This is an optimization exercise on Yosys and OpenROAD, whose aim is small area, a short achievable clock period and few clock cycles per item, not a production implementation. Power figures rest on the tool's default switching activity, not on a simulated workload.

nickel:
==> flow/design.v (excerpt) <==
module size_latency_histogram (
	input  logic        clk,
	input  logic        arst_n,
	input  logic        in_valid,
	output logic        in_stall,
	input  logic [1:0]  in_req_type,
	input  logic [39:0] in_bytes_sent,
	input  logic [31:0] in_launch_sec,
	input  logic [9:0]  in_launch_msec,
	input  logic [31:0] in_now_sec,
	input  logic [9:0]  in_now_msec,
	input  logic [1:0]  in_read_size_bin,
	input  logic [1:0]  in_read_time_bin,
	output logic        out_valid,
	input  logic        out_stall,
	output logic        out_counted,
	output logic [1:0]  out_size_bin,
	output logic [1:0]  out_time_bin,
	output logic [15:0] out_count_value,
	input  logic        cfg_we,
	input  logic [2:0]  cfg_index,
	input  logic [39:0] cfg_data
);
For scale: about 200 I/O pins.
make LEC_CHECK=0 CAP_MARGIN=20 CORE_MARGIN=2 CORE_UTILIZATION=55 CTS_BUF_LIST='sky130_fd_sc_hd__clkbuf_4 sky130_fd_sc_hd__clkbuf_8' CTS_CLUSTER_SIZE=24 SETUP_SLACK_MARGIN=5 SLEW_MARGIN=20 SYNTH_HIERARCHICAL=1 SYNTH_MINIMUM_KEEP_SIZE=0 finish   # period 8.0 ns
run.sh (not shown) runs the stock make flow with config.mk's settings and CLKGATE_MAP_FILE= SYNTH_SCRIPT=/design/flow/synth_recipe.tcl, a recipe that flattens the netlist after the stock synthesis.
Changes in raven relative to nickel:
--- a/flow/design.v
+++ b/flow/design.v
@@ -209,31 +209,50 @@
 	logic [15:0] cnt_oh;
 	for (genvar j = 0; j < 4; j++) begin : g_time
 		slh_le #(.W(32)) u_le (.a(el2_q), .b(time_lim_q[j]), .le(time_le[j]));
 	end
 	always_comb begin
 		for (int j = 0; j < 4; j++)
 			time_hit[j] = neg2_q || (!big2_q && (!time_set_q[j] || time_le[j]));
-		t_found = |time_hit;
-		t_sel   = time_hit[0] ? 2'd0 : time_hit[1] ? 2'd1 : time_hit[2] ? 2'd2 : 2'd3;
-		t_oh    = time_hit & ~{time_hit[2:0], 1'b0} & ~{time_hit[1:0], 2'b0} & ~{time_hit[0], 3'b0};
+	end
+	logic        v3_q;
+	logic [1:0]  typ3_q;
+	logic [3:0]  rb3_q;
+	logic        sf3_q;
+	logic [1:0]  ss3_q;
+	logic [3:0]  th3_q;
+	always_ff @(posedge clk or negedge arst_n) begin
+		if (!arst_n) v3_q <= 1'b0;
+		else         v3_q <= v2_q;
+	end
+	always_ff @(posedge clk) begin
+		typ3_q <= typ2_q;
+		rb3_q  <= rb2_q;
+		sf3_q  <= sf2_q;
+		ss3_q  <= ss2_q;
+		th3_q  <= time_hit;
+	end
+	always_comb begin
+		t_found = |th3_q;
+		t_sel   = th3_q[0] ? 2'd0 : th3_q[1] ? 2'd1 : th3_q[2] ? 2'd2 : 2'd3;
+		t_oh    = th3_q & ~{th3_q[2:0], 1'b0} & ~{th3_q[1:0], 2'b0} & ~{th3_q[0], 3'b0};
 		for (int i = 0; i < 16; i++) begin
-			rd_oh[i]  = (rb2_q == 4'(i));
-			cnt_oh[i] = (ss2_q == 2'(i / 4)) && t_oh[i % 4];
+			rd_oh[i]  = (rb3_q == 4'(i));
+			cnt_oh[i] = (ss3_q == 2'(i / 4)) && t_oh[i % 4];
 		end
-		ent_oh = (typ2_q == slh_pkg::REQ_READ) ? rd_oh : cnt_oh;
-		case (typ2_q)
-			slh_pkg::REQ_RECORD: ent = (sf2_q && t_found) ? {slh_pkg::OP_COUNT, ss2_q, t_sel} :
+		ent_oh = (typ3_q == slh_pkg::REQ_READ) ? rd_oh : cnt_oh;
+		case (typ3_q)
+			slh_pkg::REQ_RECORD: ent = (sf3_q && t_found) ? {slh_pkg::OP_COUNT, ss3_q, t_sel} :
 				{slh_pkg::OP_EMPTY, 4'd0};
 			slh_pkg::REQ_CLEAR:  ent = {slh_pkg::OP_CLEAR, 4'd0};
-			slh_pkg::REQ_READ:   ent = {slh_pkg::OP_READ, rb2_q};
+			slh_pkg::REQ_READ:   ent = {slh_pkg::OP_READ, rb3_q};
 			default:             ent = {slh_pkg::OP_EMPTY, 4'd0};
 		endcase
 	end
-	assign ent_valid = v2_q;
+	assign ent_valid = v3_q;
 endmodule
 module slh_el (
 	input  logic [34:0] w,
 	input  logic        dmp,
 	output logic [34:0] el
 );
 	logic [34:0] wh;
@@ -257,18 +276,18 @@
 	input  logic [5:0] ent,
 	input  logic [15:0] ent_oh,
 	input  logic       pop,
 	output logic       head_valid,
 	output logic [5:0] head,
 	output logic [15:0] head_oh     
 );
-	localparam int CAP = 5;    
-	logic [5:0] mem_q [4];
-	logic [1:0] wr_q;
-	logic [1:0] rd_q;
+	localparam int CAP = 6;    
+	logic [5:0] mem_q [5];
+	logic [2:0] wr_q;
+	logic [2:0] rd_q;
 	logic [2:0] cnt_q;
 	logic       hv_q;
 	logic [5:0] head_q;
 	logic [15:0] head_oh_q;
 	logic [15:0] mem_oh;
 	logic [2:0] busy_q;        
 	logic       stall_q;
@@ -303,16 +322,16 @@
 			wr_q    <= '0;
 			rd_q    <= '0;
 			cnt_q   <= '0;
 			hv_q    <= 1'b0;
 			busy_q  <= '0;
 			stall_q <= 1'b0;
 		end else begin
-			if (qpush) wr_q <= wr_q + 2'd1;
-			if (qpop)  rd_q <= rd_q + 2'd1;
+			if (qpush) wr_q <= (wr_q == 3'd4) ? 3'd0 : wr_q + 3'd1;
+			if (qpop)  rd_q <= (rd_q == 3'd4) ? 3'd0 : rd_q + 3'd1;
 			cnt_q <= cnt_q + 3'(qpush) - 3'(qpop);
 			if (load) hv_q <= !qempty || ent_valid;
 			busy_q  <= busy_q + 3'(take) - 3'(pop);
 			stall_q <= (busy_q + 3'(take) - 3'(pop)) >= 3'(CAP);
 		end
 	end
 endmodule
Findings:
Of the two values seen for end point of the critical path, u_queue.head_q[0] was produced by nickel and u_front.big2_q by raven. nickel → raven: wire length of the first global-routing pass level; area share of and/or/nand/nor cells after synthesis did not really move; pin count of the biggest net entering global routing +7.3%; share of power burned in combinational logic -1.8 points. raven reports a higher maximum resistive drop on vdd than nickel does. In raven, weighted congestion reported at the end of routability-driven placement is higher than in nickel. [raven vs nickel] total half-perimeter wirelength after legalization and detailed placement: higher in raven. nickel has lower part of the total power dissipated in the clock network than raven. raven: worst setup slack higher than nickel. Against nickel, raven comes in 4.6% lower on routed wire length. raven and nickel ended up with roughly the same effective utilization at floorplan.
No run of this note included a check of the RTL's function; only the layout flow was run.

[re-timing with driven ports]
The flow's constraints put no driver on any port. The routed layouts listed below were extracted and timed again, unchanged, in two steps. Step 1: set_driving_cell puts a clkbuf_16 on clk and a buf_2 on each other input, an assumption about the parent block. Step 2 times the ports against the registers' clock, not the clock port: input delays grow and output delays shrink by t, the midpoint of the rising clock arrivals with the driver on. Slacks: ideal ports / drivers / drivers and shift; pairs: ideal ports / drivers.
run	t (ns)	slack for setup (ns)	worst setup path at the end	worst slew at a driven data input, ns
nickel	0.833	4.664 / 4.664 / 4.180	input to register	0.12
raven	0.815	4.778 / 4.778 / 4.231	input to register	0.06
After both steps every run listed still meets setup and hold. The setup slack of raven, which loses most, moves by 0.000 ns with the drivers and by -0.547 ns with both steps.
